What follows belongs to an exercise in optimizing a design on an open flow for small area, a short achievable clock period and few clock cycles per item; a production flow would make more cautious choices. Function was not checked in any run shown here: the RTL went through the layout flow alone.

## flow/design.v (module list and top-level ports; edited modules follow where they fit)
// module dds_sine_sample_generator: 1178 lines
module dds_sine_sample_generator (
    input  logic                  clk,
    input  logic                  rst_n,
    input  logic                  in_valid,
    output logic                  in_ready,
    input  logic                  restart,
    output logic                  out_valid,
    input  logic                  out_ready,
    output dds_pkg::code_t        sample,
    input  logic                  cfg_valid,
    output logic                  cfg_ready,
    input  logic [1:0]            cfg_index,
    input  logic [31:0]           cfg_data
);
  // ...
==> flow/flow/run.sh <==
#!/bin/bash
# Standard ORFS layout, with port buffers of a plain buffer cell and the
# setup repair aiming for margin below the clock period.
set -euo pipefail
bash standard.sh \
  "SETUP_SLACK_MARGIN=7.9" \
  "BUFFER_PORTS_ARGS=-buffer_cell sky130_fd_sc_hd__buf_2" \
  finish > standard_flow.log 2>&1
==> flow/standard.sh <==
#!/bin/bash
# synth_recipe.tcl (not shown) runs the flow's synth.tcl, then flattens the netlist and writes it again
# the make line also repeats each setting of config.mk as NAME=value (left out here)
make -C /OpenROAD-flow-scripts/flow DESIGN_CONFIG=/design/flow/config.mk WORK_HOME=/design/flow/orfs CLKGATE_MAP_FILE= SYNTH_SCRIPT=/design/flow/synth_recipe.tcl "${@:-finish}"
==> flow/config.mk <==
export PLATFORM = sky130hd
export DESIGN_NAME = dds_sine_sample_generator
export DESIGN_NICKNAME = dds_sine_sample_generator
export VERILOG_FILES = /design/flow/design.v
export SDC_FILE = /design/flow/constraint.sdc
export NUM_CORES = 4
export LEC_CHECK = 0
export CAP_MARGIN = 20
export CORE_MARGIN = 2
export CORE_UTILIZATION = 40
export SLEW_MARGIN = 20
==> flow/constraint.sdc <==
create_clock -name core_clock -period 11.0 [get_ports {clk}]
set_input_delay 2.2000 -clock core_clock [delete_from_list [all_inputs] [get_ports {clk}]]
set_output_delay 2.2000 -clock core_clock [all_outputs]
set_load 0.01 [all_outputs]
==> summary.txt, run 1 <==
pre-CTS setup slack: 7261 ps
max incr delay on CP: 530 ps
multi-input combinational area share: 0.5138
Net count, final: 2112
crit path launch: sine1_reg[0]
top cell type's share of synthesized area: 0.2245
Placed Cells: 2276
area grow syn2layout: 17.85%
die height: 213.3 um
metal3 WL: 1697 um
CP max-delay cell: edfxtp_1
CTS Buffer Depth: 3
routability cong.: 0.8981
CTS Sinks: 226
Synth Instances: 1718
fmax: 0.2924 GHz
r2r endpoint: row2b_reg[9]
CP max FO: 6
predominant post-synthesis flop cell: edfxtp_1
Slew Limit Fails: 0
post-synthesis simple-gate area fraction: 0.1220
first-pass GRT wire length: 66140 um
Detail Placement HPWL: 27730 um
arrival time worst endpoint: 3730 ps
outcome: no timing/DRC/antenna violations
Inserted Clock Buffers: 25
core region area: 0.04317 sq mm
area of the multi-input gates: 0.01061 sq mm
Tmin final: 3420 ps
reg2reg start: sine1_reg[0]
total placed instance area: 0.01850 sq mm
Compound-Gate Fraction of Synth Area: 0.1181
Antenna Nets Post-Route: 0
Synthesis Warnings: 1
==> inputs of run 2 (changes only) <==
--- a/flow/design.v
+++ b/flow/design.v
@@ -373,169 +373,244 @@
     assign acc_sum[24] = ac_p0_24^ac_G4_23;
     assign acc_sum[25] = ac_p0_25^ac_G4_24;
     assign acc_sum[26] = ac_p0_26^ac_G4_25;
     assign acc_sum[27] = ac_p0_27^ac_G4_26;
     assign acc_sum[28] = ac_p0_28^ac_G4_27;
     assign acc_sum[29] = ac_p0_29^ac_G4_28;
     assign acc_sum[30] = ac_p0_30^ac_G4_29;
     assign acc_sum[31] = ac_p0_31^ac_G4_30;
-    logic [5:0]  rom_k, rom_kn;
-    logic [10:0] rom_q0, rom_q1, rom_q;
+    logic [6:0]  rom_j;
+    logic [10:0] rom_q;
     logic [7:0]  rom_addr;
     assign rom_addr = phase_acc_reg[31:24];
-    assign rom_k  = rom_addr[5:0];
-    assign rom_kn = ~rom_addr[5:0];
+    assign rom_j = rom_addr[6] ? (7'd64 - {1'b0, rom_addr[5:0]}) : {1'b0, rom_addr[5:0]};
     always_comb
     begin
-        case (rom_k)
-            6'd0: rom_q0 = 11'd0;
-            6'd1: rom_q0 = 11'd50;
-            6'd2: rom_q0 = 11'd100;
-            6'd3: rom_q0 = 11'd150;
-            6'd4: rom_q0 = 11'd200;
-            6'd5: rom_q0 = 11'd250;
-            6'd6: rom_q0 = 11'd300;
-            6'd7: rom_q0 = 11'd350;
-            6'd8: rom_q0 = 11'd399;
-            6'd9: rom_q0 = 11'd448;
-            6'd10: rom_q0 = 11'd497;
-            6'd11: rom_q0 = 11'd546;
-            6'd12: rom_q0 = 11'd594;
-            6'd13: rom_q0 = 11'd642;
-            6'd14: rom_q0 = 11'd689;
-            6'd15: rom_q0 = 11'd736;
-            6'd16: rom_q0 = 11'd783;
-            6'd17: rom_q0 = 11'd829;
-            6'd18: rom_q0 = 11'd875;
-            6'd19: rom_q0 = 11'd920;
-            6'd20: rom_q0 = 11'd965;
-            6'd21: rom_q0 = 11'd1009;
-            6'd22: rom_q0 = 11'd1052;
-            6'd23: rom_q0 = 11'd1095;
-            6'd24: rom_q0 = 11'd1137;
-            6'd25: rom_q0 = 11'd1178;
-            6'd26: rom_q0 = 11'd1219;
-            6'd27: rom_q0 = 11'd1259;
-            6'd28: rom_q0 = 11'd1298;
-            6'd29: rom_q0 = 11'd1337;
-            6'd30: rom_q0 = 11'd1375;
-            6'd31: rom_q0 = 11'd1411;
-            6'd32: rom_q0 = 11'd1447;
-            6'd33: rom_q0 = 11'd1482;
-            6'd34: rom_q0 = 11'd1517;
-            6'd35: rom_q0 = 11'd1550;
-            6'd36: rom_q0 = 11'd1582;
-            6'd37: rom_q0 = 11'd1614;
-            6'd38: rom_q0 = 11'd1644;
-            6'd39: rom_q0 = 11'd1674;
-            6'd40: rom_q0 = 11'd1702;
-            6'd41: rom_q0 = 11'd1729;
-            6'd42: rom_q0 = 11'd1756;
-            6'd43: rom_q0 = 11'd1781;
-            6'd44: rom_q0 = 11'd1805;
-            6'd45: rom_q0 = 11'd1828;
-            6'd46: rom_q0 = 11'd1850;
-            6'd47: rom_q0 = 11'd1871;
-            6'd48: rom_q0 = 11'd1891;
-            6'd49: rom_q0 = 11'd1910;
-            6'd50: rom_q0 = 11'd1927;
-            6'd51: rom_q0 = 11'd1944;
-            6'd52: rom_q0 = 11'd1959;
-            6'd53: rom_q0 = 11'd1973;
-            6'd54: rom_q0 = 11'd1986;
-            6'd55: rom_q0 = 11'd1997;
-            6'd56: rom_q0 = 11'd2008;
-            6'd57: rom_q0 = 11'd2017;
-            6'd58: rom_q0 = 11'd2025;
-            6'd59: rom_q0 = 11'd2032;
-            6'd60: rom_q0 = 11'd2037;
-            6'd61: rom_q0 = 11'd2041;
-            6'd62: rom_q0 = 11'd2045;
-            6'd63: rom_q0 = 11'd2046;
+        case (rom_j)
+            7'd0: rom_q = 11'd0;
+            7'd1: rom_q = 11'd50;
+            7'd2: rom_q = 11'd100;
+            7'd3: rom_q = 11'd150;
+            7'd4: rom_q = 11'd200;
+            7'd5: rom_q = 11'd250;
+            7'd6: rom_q = 11'd300;
+            7'd7: rom_q = 11'd350;
+            7'd8: rom_q = 11'd399;
+            7'd9: rom_q = 11'd448;
+            7'd10: rom_q = 11'd497;
+            7'd11: rom_q = 11'd546;
+            7'd12: rom_q = 11'd594;
+            7'd13: rom_q = 11'd642;
+            7'd14: rom_q = 11'd689;
+            7'd15: rom_q = 11'd736;
+            7'd16: rom_q = 11'd783;
+            7'd17: rom_q = 11'd829;
+            7'd18: rom_q = 11'd875;
+            7'd19: rom_q = 11'd920;
+            7'd20: rom_q = 11'd965;
+            7'd21: rom_q = 11'd1009;
+            7'd22: rom_q = 11'd1052;
+            7'd23: rom_q = 11'd1095;
+            7'd24: rom_q = 11'd1137;
+            7'd25: rom_q = 11'd1178;
+            7'd26: rom_q = 11'd1219;
+            7'd27: rom_q = 11'd1259;
+            7'd28: rom_q = 11'd1298;
+            7'd29: rom_q = 11'd1337;
+            7'd30: rom_q = 11'd1375;
+            7'd31: rom_q = 11'd1411;
+            7'd32: rom_q = 11'd1447;
+            7'd33: rom_q = 11'd1482;
+            7'd34: rom_q = 11'd1517;
+            7'd35: rom_q = 11'd1550;
+            7'd36: rom_q = 11'd1582;
+            7'd37: rom_q = 11'd1614;
+            7'd38: rom_q = 11'd1644;
+            7'd39: rom_q = 11'd1674;
+            7'd40: rom_q = 11'd1702;
+            7'd41: rom_q = 11'd1729;
+            7'd42: rom_q = 11'd1756;
+            7'd43: rom_q = 11'd1781;
+            7'd44: rom_q = 11'd1805;
+            7'd45: rom_q = 11'd1828;
+            7'd46: rom_q = 11'd1850;
+            7'd47: rom_q = 11'd1871;
+            7'd48: rom_q = 11'd1891;
+            7'd49: rom_q = 11'd1910;
+            7'd50: rom_q = 11'd1927;
+            7'd51: rom_q = 11'd1944;
+            7'd52: rom_q = 11'd1959;
+            7'd53: rom_q = 11'd1973;
+            7'd54: rom_q = 11'd1986;
+            7'd55: rom_q = 11'd1997;
+            7'd56: rom_q = 11'd2008;
+            7'd57: rom_q = 11'd2017;
+            7'd58: rom_q = 11'd2025;
+            7'd59: rom_q = 11'd2032;
+            7'd60: rom_q = 11'd2037;
+            7'd61: rom_q = 11'd2041;
+            7'd62: rom_q = 11'd2045;
+            7'd63: rom_q = 11'd2046;
+            7'd64: rom_q = 11'd2047;
+            default: rom_q = 11'd0;
         endcase
     end
-    always_comb
-    begin
-        case (rom_kn)
-            6'd0: rom_q1 = 11'd50;
-            6'd1: rom_q1 = 11'd100;
-            6'd2: rom_q1 = 11'd150;
-            6'd3: rom_q1 = 11'd200;
-            6'd4: rom_q1 = 11'd250;
-            6'd5: rom_q1 = 11'd300;
-            6'd6: rom_q1 = 11'd350;
-            6'd7: rom_q1 = 11'd399;
-            6'd8: rom_q1 = 11'd448;
-            6'd9: rom_q1 = 11'd497;
-            6'd10: rom_q1 = 11'd546;
-            6'd11: rom_q1 = 11'd594;
-            6'd12: rom_q1 = 11'd642;
-            6'd13: rom_q1 = 11'd689;
-            6'd14: rom_q1 = 11'd736;
-            6'd15: rom_q1 = 11'd783;
-            6'd16: rom_q1 = 11'd829;
-            6'd17: rom_q1 = 11'd875;
-            6'd18: rom_q1 = 11'd920;
-            6'd19: rom_q1 = 11'd965;
-            6'd20: rom_q1 = 11'd1009;
-            6'd21: rom_q1 = 11'd1052;
-            6'd22: rom_q1 = 11'd1095;
-            6'd23: rom_q1 = 11'd1137;
-            6'd24: rom_q1 = 11'd1178;
-            6'd25: rom_q1 = 11'd1219;
-            6'd26: rom_q1 = 11'd1259;
-            6'd27: rom_q1 = 11'd1298;
-            6'd28: rom_q1 = 11'd1337;
-            6'd29: rom_q1 = 11'd1375;
-            6'd30: rom_q1 = 11'd1411;
-            6'd31: rom_q1 = 11'd1447;
-            6'd32: rom_q1 = 11'd1482;
-            6'd33: rom_q1 = 11'd1517;
-            6'd34: rom_q1 = 11'd1550;
-            6'd35: rom_q1 = 11'd1582;
-            6'd36: rom_q1 = 11'd1614;
-            6'd37: rom_q1 = 11'd1644;
-            6'd38: rom_q1 = 11'd1674;
-            6'd39: rom_q1 = 11'd1702;
-            6'd40: rom_q1 = 11'd1729;
-            6'd41: rom_q1 = 11'd1756;
-            6'd42: rom_q1 = 11'd1781;
-            6'd43: rom_q1 = 11'd1805;
-            6'd44: rom_q1 = 11'd1828;
-            6'd45: rom_q1 = 11'd1850;
-            6'd46: rom_q1 = 11'd1871;
-            6'd47: rom_q1 = 11'd1891;
-            6'd48: rom_q1 = 11'd1910;
-            6'd49: rom_q1 = 11'd1927;
-            6'd50: rom_q1 = 11'd1944;
-            6'd51: rom_q1 = 11'd1959;
-            6'd52: rom_q1 = 11'd1973;
-            6'd53: rom_q1 = 11'd1986;
-            6'd54: rom_q1 = 11'd1997;
-            6'd55: rom_q1 = 11'd2008;
-            6'd56: rom_q1 = 11'd2017;
-            6'd57: rom_q1 = 11'd2025;
-            6'd58: rom_q1 = 11'd2032;
-            6'd59: rom_q1 = 11'd2037;
-            6'd60: rom_q1 = 11'd2041;
-            6'd61: rom_q1 = 11'd2045;
-            6'd62: rom_q1 = 11'd2046;
-            6'd63: rom_q1 = 11'd2047;
-        endcase
-    end
-    assign rom_q   = rom_addr[6] ? rom_q1 : rom_q0;
     assign rom_val = (rom_addr == 8'd128) ? 12'd2048
                    : (rom_addr[7] ? {1'b0, ~rom_q} : {1'b1, rom_q});
     assign sine_next = restart ? 12'd2048 : rom_val;
-    logic [12:0] hl_diff, lh_diff;
-    assign hl_diff = {1'b0, high_code_reg} - {1'b0, low_code_reg};
-    assign lh_diff = {1'b0, low_code_reg} - {1'b0, high_code_reg};
-    assign lo_next   = hl_diff[12] ? high_code_reg : low_code_reg;
-    assign span_next = hl_diff[12] ? lh_diff[11:0] : hl_diff[11:0];
+    logic [12:0] hl_diff;
+    logic sb_g0_0, sb_p0_0, sb_g0_1, sb_p0_1, sb_g0_2, sb_p0_2, sb_g0_3, sb_p0_3, sb_g0_4, sb_p0_4, sb_g0_5, sb_p0_5, sb_g0_6, sb_p0_6, sb_g0_7, sb_p0_7;
+    logic sb_g0_8, sb_p0_8, sb_g0_9, sb_p0_9, sb_g0_10, sb_p0_10, sb_g0_11, sb_p0_11, sb_g0_12, sb_p0_12, sb_gc, sb_G0_1, sb_P0_1, sb_G0_3, sb_P0_3, sb_G0_5;
+    logic sb_P0_5, sb_G0_7, sb_P0_7, sb_G0_9, sb_P0_9, sb_G0_11, sb_P0_11, sb_G1_2, sb_P1_2, sb_G1_3, sb_P1_3, sb_G1_6, sb_P1_6, sb_G1_7, sb_P1_7, sb_G1_10;
+    logic sb_P1_10, sb_G1_11, sb_P1_11, sb_G2_4, sb_P2_4, sb_G2_5, sb_P2_5, sb_G2_6, sb_P2_6, sb_G2_7, sb_P2_7, sb_G2_12, sb_P2_12, sb_G3_8, sb_P3_8, sb_G3_9;
+    logic sb_P3_9, sb_G3_10, sb_P3_10, sb_G3_11, sb_P3_11, sb_G3_12, sb_P3_12;
+    assign sb_g0_0 = high_code_reg[0]&~low_code_reg[0];
+    assign sb_p0_0 = high_code_reg[0]^~low_code_reg[0];
+    assign sb_g0_1 = high_code_reg[1]&~low_code_reg[1];
+    assign sb_p0_1 = high_code_reg[1]^~low_code_reg[1];
+    assign sb_g0_2 = high_code_reg[2]&~low_code_reg[2];
+    assign sb_p0_2 = high_code_reg[2]^~low_code_reg[2];
+    assign sb_g0_3 = high_code_reg[3]&~low_code_reg[3];
+    assign sb_p0_3 = high_code_reg[3]^~low_code_reg[3];
+    assign sb_g0_4 = high_code_reg[4]&~low_code_reg[4];
+    assign sb_p0_4 = high_code_reg[4]^~low_code_reg[4];
+    assign sb_g0_5 = high_code_reg[5]&~low_code_reg[5];
+    assign sb_p0_5 = high_code_reg[5]^~low_code_reg[5];
+    assign sb_g0_6 = high_code_reg[6]&~low_code_reg[6];
+    assign sb_p0_6 = high_code_reg[6]^~low_code_reg[6];
+    assign sb_g0_7 = high_code_reg[7]&~low_code_reg[7];
+    assign sb_p0_7 = high_code_reg[7]^~low_code_reg[7];
+    assign sb_g0_8 = high_code_reg[8]&~low_code_reg[8];
+    assign sb_p0_8 = high_code_reg[8]^~low_code_reg[8];
+    assign sb_g0_9 = high_code_reg[9]&~low_code_reg[9];
+    assign sb_p0_9 = high_code_reg[9]^~low_code_reg[9];
+    assign sb_g0_10 = high_code_reg[10]&~low_code_reg[10];
+    assign sb_p0_10 = high_code_reg[10]^~low_code_reg[10];
+    assign sb_g0_11 = high_code_reg[11]&~low_code_reg[11];
+    assign sb_p0_11 = high_code_reg[11]^~low_code_reg[11];
+    assign sb_g0_12 = 1'b0&1'b1;
+    assign sb_p0_12 = 1'b0^1'b1;
+    assign sb_gc = sb_g0_0|(sb_p0_0&1'b1);
+    assign sb_G0_1 = sb_g0_1|(sb_p0_1&sb_gc);
+    assign sb_P0_1 = sb_p0_1&sb_p0_0;
+    assign sb_G0_3 = sb_g0_3|(sb_p0_3&sb_g0_2);
+    assign sb_P0_3 = sb_p0_3&sb_p0_2;
+    assign sb_G0_5 = sb_g0_5|(sb_p0_5&sb_g0_4);
+    assign sb_P0_5 = sb_p0_5&sb_p0_4;
+    assign sb_G0_7 = sb_g0_7|(sb_p0_7&sb_g0_6);
+    assign sb_P0_7 = sb_p0_7&sb_p0_6;
+    assign sb_G0_9 = sb_g0_9|(sb_p0_9&sb_g0_8);
+    assign sb_P0_9 = sb_p0_9&sb_p0_8;
+    assign sb_G0_11 = sb_g0_11|(sb_p0_11&sb_g0_10);
+    assign sb_P0_11 = sb_p0_11&sb_p0_10;
+    assign sb_G1_2 = sb_g0_2|(sb_p0_2&sb_G0_1);
+    assign sb_P1_2 = sb_p0_2&sb_P0_1;
+    assign sb_G1_3 = sb_G0_3|(sb_P0_3&sb_G0_1);
+    assign sb_P1_3 = sb_P0_3&sb_P0_1;
+    assign sb_G1_6 = sb_g0_6|(sb_p0_6&sb_G0_5);
+    assign sb_P1_6 = sb_p0_6&sb_P0_5;
+    assign sb_G1_7 = sb_G0_7|(sb_P0_7&sb_G0_5);
+    assign sb_P1_7 = sb_P0_7&sb_P0_5;
+    assign sb_G1_10 = sb_g0_10|(sb_p0_10&sb_G0_9);
+    assign sb_P1_10 = sb_p0_10&sb_P0_9;
+    assign sb_G1_11 = sb_G0_11|(sb_P0_11&sb_G0_9);
+    assign sb_P1_11 = sb_P0_11&sb_P0_9;
+    assign sb_G2_4 = sb_g0_4|(sb_p0_4&sb_G1_3);
+    assign sb_P2_4 = sb_p0_4&sb_P1_3;
+    assign sb_G2_5 = sb_G0_5|(sb_P0_5&sb_G1_3);
+    assign sb_P2_5 = sb_P0_5&sb_P1_3;
+    assign sb_G2_6 = sb_G1_6|(sb_P1_6&sb_G1_3);
+    assign sb_P2_6 = sb_P1_6&sb_P1_3;
+    assign sb_G2_7 = sb_G1_7|(sb_P1_7&sb_G1_3);
+    assign sb_P2_7 = sb_P1_7&sb_P1_3;
+    assign sb_G2_12 = sb_g0_12|(sb_p0_12&sb_G1_11);
+    assign sb_P2_12 = sb_p0_12&sb_P1_11;
+    assign sb_G3_8 = sb_g0_8|(sb_p0_8&sb_G2_7);
+    assign sb_P3_8 = sb_p0_8&sb_P2_7;
+    assign sb_G3_9 = sb_G0_9|(sb_P0_9&sb_G2_7);
+    assign sb_P3_9 = sb_P0_9&sb_P2_7;
+    assign sb_G3_10 = sb_G1_10|(sb_P1_10&sb_G2_7);
+    assign sb_P3_10 = sb_P1_10&sb_P2_7;
+    assign sb_G3_11 = sb_G1_11|(sb_P1_11&sb_G2_7);
+    assign sb_P3_11 = sb_P1_11&sb_P2_7;
+    assign sb_G3_12 = sb_G2_12|(sb_P2_12&sb_G2_7);
+    assign sb_P3_12 = sb_P2_12&sb_P2_7;
+    assign hl_diff[0] = sb_p0_0^1'b1;
+    assign hl_diff[1] = sb_p0_1^sb_gc;
+    assign hl_diff[2] = sb_p0_2^sb_G0_1;
+    assign hl_diff[3] = sb_p0_3^sb_G1_2;
+    assign hl_diff[4] = sb_p0_4^sb_G1_3;
+    assign hl_diff[5] = sb_p0_5^sb_G2_4;
+    assign hl_diff[6] = sb_p0_6^sb_G2_5;
+    assign hl_diff[7] = sb_p0_7^sb_G2_6;
+    assign hl_diff[8] = sb_p0_8^sb_G2_7;
+    assign hl_diff[9] = sb_p0_9^sb_G3_8;
+    assign hl_diff[10] = sb_p0_10^sb_G3_9;
+    assign hl_diff[11] = sb_p0_11^sb_G3_10;
+    assign hl_diff[12] = sb_p0_12^sb_G3_11;
+    logic [11:0] span_x;
+    assign span_x = hl_diff[11:0] ^ {12{hl_diff[12]}};
+    logic ng_gc, ng_G0_1, ng_P0_1, ng_G0_3, ng_P0_3, ng_G0_5, ng_P0_5, ng_G0_7, ng_P0_7, ng_G0_9, ng_P0_9, ng_G0_11, ng_P0_11, ng_G1_2, ng_P1_2, ng_G1_3;
+    logic ng_P1_3, ng_G1_6, ng_P1_6, ng_G1_7, ng_P1_7, ng_G1_10, ng_P1_10, ng_G1_11, ng_P1_11, ng_G2_4, ng_P2_4, ng_G2_5, ng_P2_5, ng_G2_6, ng_P2_6, ng_G2_7;
+    logic ng_P2_7, ng_G3_8, ng_P3_8, ng_G3_9, ng_P3_9, ng_G3_10, ng_P3_10, ng_G3_11, ng_P3_11;
+    assign ng_gc = 1'b0|(span_x[0]&hl_diff[12]);
+    assign ng_G0_1 = 1'b0|(span_x[1]&ng_gc);
+    assign ng_P0_1 = span_x[1]&span_x[0];
+    assign ng_G0_3 = 1'b0|(span_x[3]&1'b0);
+    assign ng_P0_3 = span_x[3]&span_x[2];
+    assign ng_G0_5 = 1'b0|(span_x[5]&1'b0);
+    assign ng_P0_5 = span_x[5]&span_x[4];
+    assign ng_G0_7 = 1'b0|(span_x[7]&1'b0);
+    assign ng_P0_7 = span_x[7]&span_x[6];
+    assign ng_G0_9 = 1'b0|(span_x[9]&1'b0);
+    assign ng_P0_9 = span_x[9]&span_x[8];
+    assign ng_G0_11 = 1'b0|(span_x[11]&1'b0);
+    assign ng_P0_11 = span_x[11]&span_x[10];
+    assign ng_G1_2 = 1'b0|(span_x[2]&ng_G0_1);
+    assign ng_P1_2 = span_x[2]&ng_P0_1;
+    assign ng_G1_3 = ng_G0_3|(ng_P0_3&ng_G0_1);
+    assign ng_P1_3 = ng_P0_3&ng_P0_1;
+    assign ng_G1_6 = 1'b0|(span_x[6]&ng_G0_5);
+    assign ng_P1_6 = span_x[6]&ng_P0_5;
+    assign ng_G1_7 = ng_G0_7|(ng_P0_7&ng_G0_5);
+    assign ng_P1_7 = ng_P0_7&ng_P0_5;
+    assign ng_G1_10 = 1'b0|(span_x[10]&ng_G0_9);
+    assign ng_P1_10 = span_x[10]&ng_P0_9;
+    assign ng_G1_11 = ng_G0_11|(ng_P0_11&ng_G0_9);
+    assign ng_P1_11 = ng_P0_11&ng_P0_9;
+    assign ng_G2_4 = 1'b0|(span_x[4]&ng_G1_3);
+    assign ng_P2_4 = span_x[4]&ng_P1_3;
+    assign ng_G2_5 = ng_G0_5|(ng_P0_5&ng_G1_3);
+    assign ng_P2_5 = ng_P0_5&ng_P1_3;
+    assign ng_G2_6 = ng_G1_6|(ng_P1_6&ng_G1_3);
+    assign ng_P2_6 = ng_P1_6&ng_P1_3;
+    assign ng_G2_7 = ng_G1_7|(ng_P1_7&ng_G1_3);
+    assign ng_P2_7 = ng_P1_7&ng_P1_3;
+    assign ng_G3_8 = 1'b0|(span_x[8]&ng_G2_7);
+    assign ng_P3_8 = span_x[8]&ng_P2_7;
+    assign ng_G3_9 = ng_G0_9|(ng_P0_9&ng_G2_7);
+    assign ng_P3_9 = ng_P0_9&ng_P2_7;
+    assign ng_G3_10 = ng_G1_10|(ng_P1_10&ng_G2_7);
+    assign ng_P3_10 = ng_P1_10&ng_P2_7;
+    assign ng_G3_11 = ng_G1_11|(ng_P1_11&ng_G2_7);
+    assign ng_P3_11 = ng_P1_11&ng_P2_7;
+    assign span_next[0] = span_x[0]^hl_diff[12];
+    assign span_next[1] = span_x[1]^ng_gc;
+    assign span_next[2] = span_x[2]^ng_G0_1;
+    assign span_next[3] = span_x[3]^ng_G1_2;
+    assign span_next[4] = span_x[4]^ng_G1_3;
+    assign span_next[5] = span_x[5]^ng_G2_4;
+    assign span_next[6] = span_x[6]^ng_G2_5;
+    assign span_next[7] = span_x[7]^ng_G2_6;
+    assign span_next[8] = span_x[8]^ng_G2_7;
+    assign span_next[9] = span_x[9]^ng_G3_8;
+    assign span_next[10] = span_x[10]^ng_G3_9;
+    assign span_next[11] = span_x[11]^ng_G3_10;
+    assign lo_next = hl_diff[12] ? high_code_reg : low_code_reg;
     always_ff @(posedge clk)
     begin
         if (en1)
         begin
             sine1_reg <= sine_next;
             lo1_reg   <= lo_next;
             span1_reg <= span_next;
         end
@@ -1175,17 +1250,96 @@
     assign cc_unused[5] = cc_p0_5^cc_G2_4;
     assign cc_unused[6] = cc_p0_6^cc_G2_5;
     assign cc_unused[7] = cc_p0_7^cc_G2_6;
     assign cc_unused[8] = cc_p0_8^cc_G2_7;
     assign cc_unused[9] = cc_p0_9^cc_G3_8;
     assign cc_unused[10] = cc_p0_10^cc_G3_9;
     assign cc_unused[11] = cc_p0_11^cc_G3_10;
     assign quo_c = cc_G3_11;
-    assign x_hi_dec = x3_reg[23:12] - 12'd1;
+    logic dc_g0_0, dc_p0_0, dc_g0_1, dc_p0_1, dc_g0_2, dc_p0_2, dc_g0_3, dc_p0_3, dc_g0_4, dc_p0_4, dc_g0_5, dc_p0_5, dc_g0_6, dc_p0_6, dc_g0_7, dc_p0_7;
+    logic dc_g0_8, dc_p0_8, dc_g0_9, dc_p0_9, dc_g0_10, dc_p0_10, dc_g0_11, dc_p0_11, dc_G0_1, dc_P0_1, dc_G0_3, dc_P0_3, dc_G0_5, dc_P0_5, dc_G0_7, dc_P0_7;
+    logic dc_G0_9, dc_P0_9, dc_G0_11, dc_P0_11, dc_G1_2, dc_P1_2, dc_G1_3, dc_P1_3, dc_G1_6, dc_P1_6, dc_G1_7, dc_P1_7, dc_G1_10, dc_P1_10, dc_G1_11, dc_P1_11;
+    logic dc_G2_4, dc_P2_4, dc_G2_5, dc_P2_5, dc_G2_6, dc_P2_6, dc_G2_7, dc_P2_7, dc_G3_8, dc_P3_8, dc_G3_9, dc_P3_9, dc_G3_10, dc_P3_10, dc_G3_11, dc_P3_11;
+    assign dc_g0_0 = x3_reg[12]&1'b1;
+    assign dc_p0_0 = x3_reg[12]^1'b1;
+    assign dc_g0_1 = x3_reg[13]&1'b1;
+    assign dc_p0_1 = x3_reg[13]^1'b1;
+    assign dc_g0_2 = x3_reg[14]&1'b1;
+    assign dc_p0_2 = x3_reg[14]^1'b1;
+    assign dc_g0_3 = x3_reg[15]&1'b1;
+    assign dc_p0_3 = x3_reg[15]^1'b1;
+    assign dc_g0_4 = x3_reg[16]&1'b1;
+    assign dc_p0_4 = x3_reg[16]^1'b1;
+    assign dc_g0_5 = x3_reg[17]&1'b1;
+    assign dc_p0_5 = x3_reg[17]^1'b1;
+    assign dc_g0_6 = x3_reg[18]&1'b1;
+    assign dc_p0_6 = x3_reg[18]^1'b1;
+    assign dc_g0_7 = x3_reg[19]&1'b1;
+    assign dc_p0_7 = x3_reg[19]^1'b1;
+    assign dc_g0_8 = x3_reg[20]&1'b1;
+    assign dc_p0_8 = x3_reg[20]^1'b1;
+    assign dc_g0_9 = x3_reg[21]&1'b1;
+    assign dc_p0_9 = x3_reg[21]^1'b1;
+    assign dc_g0_10 = x3_reg[22]&1'b1;
+    assign dc_p0_10 = x3_reg[22]^1'b1;
+    assign dc_g0_11 = x3_reg[23]&1'b1;
+    assign dc_p0_11 = x3_reg[23]^1'b1;
+    assign dc_G0_1 = dc_g0_1|(dc_p0_1&dc_g0_0);
+    assign dc_P0_1 = dc_p0_1&dc_p0_0;
+    assign dc_G0_3 = dc_g0_3|(dc_p0_3&dc_g0_2);
+    assign dc_P0_3 = dc_p0_3&dc_p0_2;
+    assign dc_G0_5 = dc_g0_5|(dc_p0_5&dc_g0_4);
+    assign dc_P0_5 = dc_p0_5&dc_p0_4;
+    assign dc_G0_7 = dc_g0_7|(dc_p0_7&dc_g0_6);
+    assign dc_P0_7 = dc_p0_7&dc_p0_6;
+    assign dc_G0_9 = dc_g0_9|(dc_p0_9&dc_g0_8);
+    assign dc_P0_9 = dc_p0_9&dc_p0_8;
+    assign dc_G0_11 = dc_g0_11|(dc_p0_11&dc_g0_10);
+    assign dc_P0_11 = dc_p0_11&dc_p0_10;
+    assign dc_G1_2 = dc_g0_2|(dc_p0_2&dc_G0_1);
+    assign dc_P1_2 = dc_p0_2&dc_P0_1;
+    assign dc_G1_3 = dc_G0_3|(dc_P0_3&dc_G0_1);
+    assign dc_P1_3 = dc_P0_3&dc_P0_1;
+    assign dc_G1_6 = dc_g0_6|(dc_p0_6&dc_G0_5);
+    assign dc_P1_6 = dc_p0_6&dc_P0_5;
+    assign dc_G1_7 = dc_G0_7|(dc_P0_7&dc_G0_5);
+    assign dc_P1_7 = dc_P0_7&dc_P0_5;
+    assign dc_G1_10 = dc_g0_10|(dc_p0_10&dc_G0_9);
+    assign dc_P1_10 = dc_p0_10&dc_P0_9;
+    assign dc_G1_11 = dc_G0_11|(dc_P0_11&dc_G0_9);
+    assign dc_P1_11 = dc_P0_11&dc_P0_9;
+    assign dc_G2_4 = dc_g0_4|(dc_p0_4&dc_G1_3);
+    assign dc_P2_4 = dc_p0_4&dc_P1_3;
+    assign dc_G2_5 = dc_G0_5|(dc_P0_5&dc_G1_3);
+    assign dc_P2_5 = dc_P0_5&dc_P1_3;
+    assign dc_G2_6 = dc_G1_6|(dc_P1_6&dc_G1_3);
+    assign dc_P2_6 = dc_P1_6&dc_P1_3;
+    assign dc_G2_7 = dc_G1_7|(dc_P1_7&dc_G1_3);
+    assign dc_P2_7 = dc_P1_7&dc_P1_3;
+    assign dc_G3_8 = dc_g0_8|(dc_p0_8&dc_G2_7);
+    assign dc_P3_8 = dc_p0_8&dc_P2_7;
+    assign dc_G3_9 = dc_G0_9|(dc_P0_9&dc_G2_7);
+    assign dc_P3_9 = dc_P0_9&dc_P2_7;
+    assign dc_G3_10 = dc_G1_10|(dc_P1_10&dc_G2_7);
+    assign dc_P3_10 = dc_P1_10&dc_P2_7;
+    assign dc_G3_11 = dc_G1_11|(dc_P1_11&dc_G2_7);
+    assign dc_P3_11 = dc_P1_11&dc_P2_7;
+    assign x_hi_dec[0] = dc_p0_0;
+    assign x_hi_dec[1] = dc_p0_1^dc_g0_0;
+    assign x_hi_dec[2] = dc_p0_2^dc_G0_1;
+    assign x_hi_dec[3] = dc_p0_3^dc_G1_2;
+    assign x_hi_dec[4] = dc_p0_4^dc_G1_3;
+    assign x_hi_dec[5] = dc_p0_5^dc_G2_4;
+    assign x_hi_dec[6] = dc_p0_6^dc_G2_5;
+    assign x_hi_dec[7] = dc_p0_7^dc_G2_6;
+    assign x_hi_dec[8] = dc_p0_8^dc_G2_7;
+    assign x_hi_dec[9] = dc_p0_9^dc_G3_8;
+    assign x_hi_dec[10] = dc_p0_10^dc_G3_9;
+    assign x_hi_dec[11] = dc_p0_11^dc_G3_10;
     assign res = quo_c ? x3_reg[23:12] : x_hi_dec;
     always_ff @(posedge clk)
     begin
         if (wr)
             tail_reg <= res;
         if (~head_v_reg | out_ready)
             head_reg <= tail_v_reg ? tail_reg : res;
     end
==> flow/flow/run.sh (replaced) <==
#!/bin/bash
# The standard layout (the standard.sh) with three changes to how it is
# made: port buffers use a plain buffer cell instead of the delay cell the
# resizer picks by default; setup repair aims at a margin below the clock
# period; and repair works on the worst path only (TNS_END_PERCENT).
set -euo pipefail
bash standard.sh \
  "SETUP_SLACK_MARGIN=7.4" \
  "TNS_END_PERCENT=100" \
  "BUFFER_PORTS_ARGS=-buffer_cell sky130_fd_sc_hd__buf_2" \
  finish > standard_flow.log 2>&1
==> run 2 against run 1 <==
  * Still clean on timing, DRC and antenna
  * Routed wire length decreased by 8.4%
  * Cell count decreased by 7.0%
  * Largest cell class unchanged
==> summary.txt, run 2 <==
predominant post-synthesis flop cell: edfxtp_1
slack of the critical path: 7409 ps
Synthesis Warnings: 1 (unchanged)
post-synthesis net count: 1909
Mapped Avg Cell Area: 10.48 sq um
Clk Latency, worst-skew pair: 550 ps
Detail Placement HPWL: 26450 um (-4.6%)
CTS root buf: clkbuf_16
Setup CP Type: reg -> reg
top-count cell post-synth: inv_1
die height: 210.1 um (-1.5%)
CTS Buffer Depth: 3 (unchanged)
initial antenna violation count: 4
register area: 0.006329 sq mm
async set-reset flop share out of synthesis: 0.4204
clock transition at the registers of the reported paths: 70 ps
reg2reg start: span1_reg[11]
die width: 210.1 um
final core utilization: 0.4579
Via Count: 11.58k
Post-synth EDFFs: 131
arrival time worst endpoint: 3850 ps (+120 ps)
Inserted Clock Buffers: 26 (+4.0%)
Final Routed Wirelength: 36650 um
R2R depth: 8
largest net degree at the start of global routing: 65
CP max FO: 5 (-1)
vias per cell: 5.138
CTS tree: done
RSZ-0062 raised after global routing: yes
headroom to the max-slew limit: 0.3241
router iterations before antenna repair: 5
wire length per cell: 16.26 um
design area: 0.01921 sq mm
Critical Path RT: 11260 ps
Remaining Overflow, GRT: 0
startpoint types: flip-flop
die area: 0.04415 sq mm
core region area: 0.04195 sq mm (-2.8%)
Final Hold Violating Endpoints: 0
Synth Instances: 1621 (-5.6%)
CP Capture Type: flip-flop
CP max-delay cell: fa_1
area of the multi-input gates: 0.009746 sq mm (-8.1%)
Area contributors post-synth: edfxtp_1, fa_1, dfrtp_1
post-synth top area cell: edfxtp_1
sequential share of the synthesized area: 0.3724
maxcap violations: 0
critical-path cell list: and2_4, fa_1, fa_1, inv_1, fa_1, fa_1, inv_1, fa_1
pre-CTS setup slack: 6992 ps (-269.4 ps)
top cell type's share of synthesized area: 0.2315 (+0.006993)
skew final: 24.74 ps
CTS HTree Levels: 1
Slew Limit Fails: 0 (unchanged)
worst hold-check path type: reg -> reg
IO Pins: 55
Worst Hold Depth: 2
area grow syn2layout: 13.03%
routability cong.: 0.8697 (-3.2%)
first-pass GRT wire length: 61090 um (-7.6%)
Worst-Margin Slew: 1013 ps
initial core utilization: 0.4051
r2r endpoint: row2b_reg[15]
CP top delay family: adder cells
period utilisation layout: 0.3264
filler instances: 3850
Yosys cell types: 79
total placed instance area: 0.01776 sq mm (-4.0%)
max incr delay on CP: 540 ps (about the same)
GRT Overall Usage: 0.1708
outcome: no timing/DRC/antenna violations
Net count, final: 1981 (-6.2%)
# rows: 75
Placed Cells: 2150 (-5.5%)
Mapped Area: 0.01699 sq mm
Tmin final: 3591 ps (+170.1 ps)
Buf/Inv on CP: 2
commonest non-fill, non-tap cells in the layout: inv_1, nand2_1, edfxtp_1, fa_1, ha_1
commonest non-fill, non-tap cell in the layout: inv_1
worst hold start: phase_acc_reg[9]
setup TNS: 0 ps
Antenna Nets Post-Route: 0 (unchanged)
synthesized flop and latch total: 226
Hold EP: phase_acc_reg[9]
CTS Sinks: 226 (unchanged)
most used cell, CP: fa_1
Iter 0 DRT Violations: 619
Port Buf Inserts: 53
DRC errors left: 0
final setup violation count: 0
Post-synth top cells: inv_1, nand2_1, fa_1, edfxtp_1, ha_1
post-route non-filler standard cell count: 2253
vias in the first global route: 11.85k
layout cell share with drive strength beyond 1: 0.1821
hold slack: 487.6 ps
fmax: 0.2785 GHz (-4.7%)
run 2: changes by cell type in the layout (fill, tap and decap cells not counted), moves of 23 or more:
cell     previous run  this run
fa_1               79       122
mux2_2             42        77
mux2_4             24         1
o21ai_0            93        64
a21o_1             36        11
fa_2               54        13
buf_6              33         2
inv_2              31         2
run 2: tightest hold or removal path, cell delays in order (launching register included):
cell,delay (ps)
dfrtp_1,340
nand2_1,50
o21ai_0,60
run 2: worst max-delay path by stage:
stage                      start       endpoint  depth (start not counted)
3_5_place_dp   phase_acc_reg[24]   sine1_reg[5]                         13
6_report           span1_reg[11]  row2b_reg[15]                          8
3_3_place_gp   phase_acc_reg[24]   sine1_reg[5]                         13
2_1_floorplan   high_code_reg[0]  span1_reg[11]                         17
5_1_grt             sine1_reg[5]  row2b_reg[15]                          8
4_1_cts             sine1_reg[5]  row2b_reg[17]                          8
run 2: final cells by class:
class,instances,area share
inverters,204,0.04006
repair buffers,120,0.04234
clock buffers,39,0.04039
clock inverters,9,0.005081
well taps,539,0.03511
multi-input cells,1115,0.5074
diodes,1,0.0001303
flip-flops and latches,226,0.3295
run 2: logic make-up (layout without fill, tap and decap cells):
group,after synthesis,count (layout),share of synthesized area
simple gates,433,433,0.1253
buf+inv,280,372,0.06377
compound gates,271,271,0.09904
fa+ha+maj,248,248,0.2423
flops,226,226,0.3724
mux,87,87,0.05795
xor+xnor,75,75,0.03910
other cells,1,2,0.0002207
run 2: repair_timing:
action / in CTS / in global routing
pin swaps: 0 / 17
endpoints found under the setup margin: 34 / 32
gates cloned: 0 / 0
buffers inserted: 45 / 9
gates resized for setup: 16 / 26
hold buffers: 0 / 0
endpoints found under the hold margin: 0 / 0
run 2: layer usage:
layer / track usage / share of wire / vias to the layer above / wire (um)
met2: 0.2883 / 0.47 / 244 / 17400
met4: 0.04304 / 0.025 / 6 / 907
li1: - / - / 5596 / -
met3: 0.02741 / 0.046 / 70 / 1694
met1: 0.2302 / 0.45 / 5659 / 16620
met5: 0 / 0.00071 / - / 26

## static timing again, ports no longer ideal
How much do the figures lean on ideal ports? The routed layouts below were timed once more, with nothing changed but the port constraints.
Step 1 assumes that a clkbuf_16 drives the clock port and a buf_2 every other input.
Step 2 moves the port delays by t, midway between the first and last clock arrival at a register: inputs arrive t later, outputs are due t later. That takes back most of the time a late clock gives input paths.
Slacks: ideal / step 1 / step 2; pairs: ideal / step 1.
run | t (ns) | setup WS [ns] | hold WS [ns] | slew at the worst register clock pin (ns)
run 1 | 0.595 | 7.580 / 7.580 / 7.394 | 0.489 / 0.489 / 0.489 | 0.07 / 0.07
run 2 | 0.589 | 7.409 / 7.409 / 7.163 | 0.488 / 0.488 / 0.488 | 0.07 / 0.07
After both steps every run listed still meets setup and hold. For run 2, which loses most, drivers alone change the setup slack by 0.000 ns; drivers and shift together by -0.246 ns.
